Background: an optimization exercise with open tools, aiming at small area and a short achievable clock period. Do not read the settings as production practice. Function was checked by simulation only, so behaviour that the tests miss may differ from the original.

// fp_mul_top
module fp_mul_top
(
  input  logic        clk,
  input  logic        reset,
  input  logic [2:0]  r_mode,  
  input  logic [31:0] fp_x,
  input  logic [31:0] fp_y,
  output logic [31:0] fp_z,
  output logic        ovrf,
  output logic        udrf
);
==> flow/config.mk <==
export PLATFORM = sky130hd
export DESIGN_NAME = fp_mul_top
export DESIGN_NICKNAME = fp_mul_top
export VERILOG_FILES = /design/flow/design.v
export SDC_FILE = /design/flow/constraint.sdc
export NUM_CORES = 4
export LEC_CHECK = 0
export ABC_AREA = 1
export CAP_MARGIN = 20
export CORE_MARGIN = 2
export CORE_UTILIZATION = 40
export SETUP_SLACK_MARGIN = 5
export SLEW_MARGIN = 20
==> flow/constraint.sdc <==
create_clock -name core_clock -period 14.5 [get_ports {clk}]
set_input_delay 2.9000 -clock core_clock [delete_from_list [all_inputs] [get_ports {clk}]]
set_output_delay 2.9000 -clock core_clock [all_outputs]
set_load 0.01 [all_outputs]
standard.sh (not shown) runs the stock make flow with config.mk's settings and CLKGATE_MAP_FILE= SYNTH_SCRIPT=/design/flow/synth_recipe.tcl, a recipe that flattens the netlist after the stock synthesis.
==> flow/flow/run.sh <==
#!/bin/bash
# Layout flow: the standard flow (standard.sh) with these changes:
#  - synthesis maps the design's fa_cell/ha_cell modules straight to the
#    library's full/half adder cells before flattening (ORFS's synth.tcl with
#    one techmap added after its hierarchy check), and skips Yosys's
#    extract_fa, so the rest of the adders are left to abc;
#  - abc maps with flow/abc.script, when the version has one;
#  - the port buffers are buf_2 cells instead of the default delay buffers;
#  - make variables from flow/extra_vars.txt, when the version has one.
set -euo pipefail
here=$(pwd)

sed -e 's#^hierarchy -check -top \$::env(DESIGN_NAME)$#&\ntechmap -map '"$here"'/flow/adder_cells.v#' \
    -e 's#^  extract_fa {\*}\[dont_use_extract_fa_args\]$#  \# extract_fa skipped#' \
  "$FLOW_HOME/scripts/synth.tcl" > "$here/synth_adders.tcl"
grep -q adder_cells.v "$here/synth_adders.tcl"
grep -q "extract_fa skipped" "$here/synth_adders.tcl"
if [[ -f "$here/flow/abc.script" ]]; then
  sed -i 's#^  log_cmd abc {\*}\$abc_args$#  log_cmd abc {*}[lreplace $abc_args 1 1 '"$here"'/flow/abc.script]#' "$here/synth_adders.tcl"
  grep -q "flow/abc.script" "$here/synth_adders.tcl"
fi
sed 's#source \$::env(SCRIPTS_DIR)/synth.tcl#source '"$here"'/synth_adders.tcl#' \
  "$here/synth_recipe.tcl" > "$here/synth_recipe_adders.tcl"
grep -q synth_adders.tcl "$here/synth_recipe_adders.tcl"
# extra make variables, from flow/extra_vars.txt if present (one NAME=value per line)
extra=""
if [[ -f "$here/flow/extra_vars.txt" ]]; then
  extra=$(grep -E '^[A-Z_]+=[^ ]+$' "$here/flow/extra_vars.txt" | tr '\n' ' ')
fi
sed -e 's#SYNTH_SCRIPT=[^ ]*#SYNTH_SCRIPT='"$here"'/synth_recipe_adders.tcl#' \
    -e 's#"\${@:-finish}"#'"$extra"'"${@:-finish}"#' \
  "$here/standard.sh" > "$here/standard_adders.sh"
grep -q synth_recipe_adders.tcl "$here/standard_adders.sh"

port_buffer=sky130_fd_sc_hd__buf_2
export BUFFER_PORTS_ARGS="-buffer_cell $port_buffer"
bash "$here/standard_adders.sh" > "$here/flow.log" 2>&1
==> flow/flow/adder_cells.v <==
// maps the design's fa_cell and ha_cell modules to the library adder cells
module fa_cell (input a, input b, input ci, output s, output co);
  sky130_fd_sc_hd__fa_1 _TECHMAP_REPLACE_ (.A(a), .B(b), .CIN(ci), .SUM(s), .COUT(co));
endmodule

module ha_cell (input a, input b, output s, output co);
  sky130_fd_sc_hd__ha_1 _TECHMAP_REPLACE_ (.A(a), .B(b), .SUM(s), .COUT(co));
endmodule
Rerun with:
--- a/flow/design.v
+++ b/flow/design.v
@@ -1593,15 +1593,13 @@
 module norm_round
 (
   input  logic [47:0] sum_a,
   input  logic [47:0] sum_b,
   input  logic        sign_z,
   input  logic [2:0]  r_mode,  
-  output logic [22:0] frac0,   
-  output logic [22:0] frac1,   
-  output logic        msb,     
+  output logic [22:0] frac_z,
   output logic        renorm
 );
   logic [20:0] lg [0:5];
   logic [20:0] lp [0:5];
   logic        c21;
   assign lg[0] = sum_a[20:0] & sum_b[20:0];
@@ -1672,31 +1670,31 @@
     assign inc1 = round_inc(r_mode, sign_z, p24, p23, p22, st0 | p21);
     assign t0   = p23 & inc0;  
     assign dec[ci] = {c24, c24 ^ t0, c24 & t0, c24 ^ inc1, c24 & inc1, p23 ^ inc0};
   end
   logic       c24, s0u1, s0u2, s1u1, s1u2, lsb0;
   assign {c24, s0u1, s0u2, s1u1, s1u2, lsb0} = c21 ? dec[1] : dec[0];
-  logic pick0, pick1, low0, low1;
+  logic pick0, pick1, low0, low1, msb;
   assign pick0 = s0u2 | (s0u1 & h[0]);
   assign pick1 = s1u2 | (s1u1 & h[0]);
   assign low0  = h[0] ^ (s0u1 & ~s0u2);
   assign low1  = h[0] ^ (s1u1 & ~s1u2);
   assign msb   = (c24 & h[0]) ? w1[23] : w0[23];
-  assign frac1  = {pick1 ? w1[22:1] : w0[22:1], low1};
-  assign frac0  = {pick0 ? w1[21:1] : w0[21:1], low0, lsb0};
+  logic [22:0] r0, r1;  
+  assign r1 = {pick1 ? w1[22:1] : w0[22:1], low1};
+  assign r0 = {pick0 ? w1[21:1] : w0[21:1], low0, lsb0};
+  assign frac_z = msb ? r1 : r0;
   assign renorm = pick0 ? w1[23] : w0[23];
 endmodule
 module exp_exc_pack
 (
   input  logic        clk,
   input  logic        reset,
   input  logic [31:0] fp_x,
   input  logic [31:0] fp_y,
-  input  logic [22:0] frac0,   
-  input  logic [22:0] frac1,   
-  input  logic        msb,     
+  input  logic [22:0] frac_z,
   input  logic        renorm,
   output logic [31:0] fp_z,
   output logic        ovrf,
   output logic        udrf
 );
   logic [7:0] ex, ey;
@@ -1736,16 +1734,14 @@
   assign spc0 = is_nan | inf0 | zer0;
   assign spc1 = is_nan | inf1 | zer1;
   assign top0 = is_nan ? 9'h0FF : inf0 ? {sign_z, 8'hFF} : zer0 ? {sign_z, 8'h00} : {sign_z, exp0};
   assign top1 = is_nan ? 9'h0FF : inf1 ? {sign_z, 8'hFF} : zer1 ? {sign_z, 8'h00} : {sign_z, exp1};
   assign ovrf_n = renorm ? ovrf1 : ovrf0;
   assign udrf_n = renorm ? udrf1 : udrf0;
-  logic [22:0] fz0, fz1;
-  assign fz0 = {is_nan, 22'h0} | ({23{~spc0}} & frac0);
-  assign fz1 = {is_nan, 22'h0} | ({23{~spc1}} & frac1);
-  assign result = {renorm ? top1 : top0, msb ? fz1 : fz0};
+  assign result = {renorm ? top1 : top0,
+                   (renorm ? spc1 : spc0) ? {is_nan, 22'h0} : frac_z};
   always_ff @(posedge clk) begin
     if (reset) begin
       fp_z <= '0;
       ovrf <= 1'b0;
       udrf <= 1'b0;
     end else begin
@@ -1764,14 +1760,14 @@
   input  logic [31:0] fp_y,
   output logic [31:0] fp_z,
   output logic        ovrf,
   output logic        udrf
 );
   logic [47:0] sum_a, sum_b;
-  logic [22:0] frac0, frac1;
-  logic        msb, renorm;
+  logic [22:0] frac_z;
+  logic        renorm;
   logic        sign_z;
   assign sign_z = fp_x[31] ^ fp_y[31];
   sig_multiplier sig_multiplier_inst (
     .sig_x ({1'b1, fp_x[22:0]}),  
     .sig_y ({1'b1, fp_y[22:0]}),
     .sum_a (sum_a),
@@ -1779,25 +1775,21 @@
   );
   norm_round norm_round_inst (
     .sum_a  (sum_a),
     .sum_b  (sum_b),
     .sign_z (sign_z),
     .r_mode (r_mode),
-    .frac0  (frac0),
-    .frac1  (frac1),
-    .msb    (msb),
+    .frac_z (frac_z),
     .renorm (renorm)
   );
   exp_exc_pack exp_exc_pack_inst (
     .clk    (clk),
     .reset  (reset),
     .fp_x   (fp_x),
     .fp_y   (fp_y),
-    .frac0  (frac0),
-    .frac1  (frac1),
-    .msb    (msb),
+    .frac_z (frac_z),
     .renorm (renorm),
     .fp_z   (fp_z),
     .ovrf   (ovrf),
     .udrf   (udrf)
   );
 endmodule
Effect: The new run completed with no timing, DRC or antenna violations. Cell area barely changes. Sequential share of layout area hardly moves. Maximum frequency is about the same. Routed wire length shrinks by about 3%. Worst hold slack got worse by 0.21 ns. Core utilization stays flat. Count of clock-buffer cells in the layout rose by 1. Sequential cell count is unchanged. Die area barely changes.

==> afterwards: timing with drivers on the ports <==
Ports are ideal in the flow. The routed layouts listed here were re-timed in OpenROAD. Step 1 assumes that a clkbuf_16 drives the clock port and a buf_2 every other input. Step 2, shift: input delay + t, output delay - t, t = (earliest + latest rising clock arrival at the registers) / 2. This alone moves slack from input paths to output paths. a / b / c = ideal / step 1 / step 2; a / b = the first two.
run | shift t [ns] | slack for setup (ns) | slew at the worst register clock pin (ns) | worst slew at a driven data input, ns
the first run | 0.321 | 5.290 / 5.288 / 4.967 | 0.06 / 0.06 | 0.07
the second run | 0.308 | 5.315 / 5.298 / 4.990 | 0.05 / 0.05 | 0.08
After both steps every run listed still meets setup and hold. For the second run, which loses most, drivers alone change the setup slack by -0.017 ns; drivers and shift together by -0.325 ns.
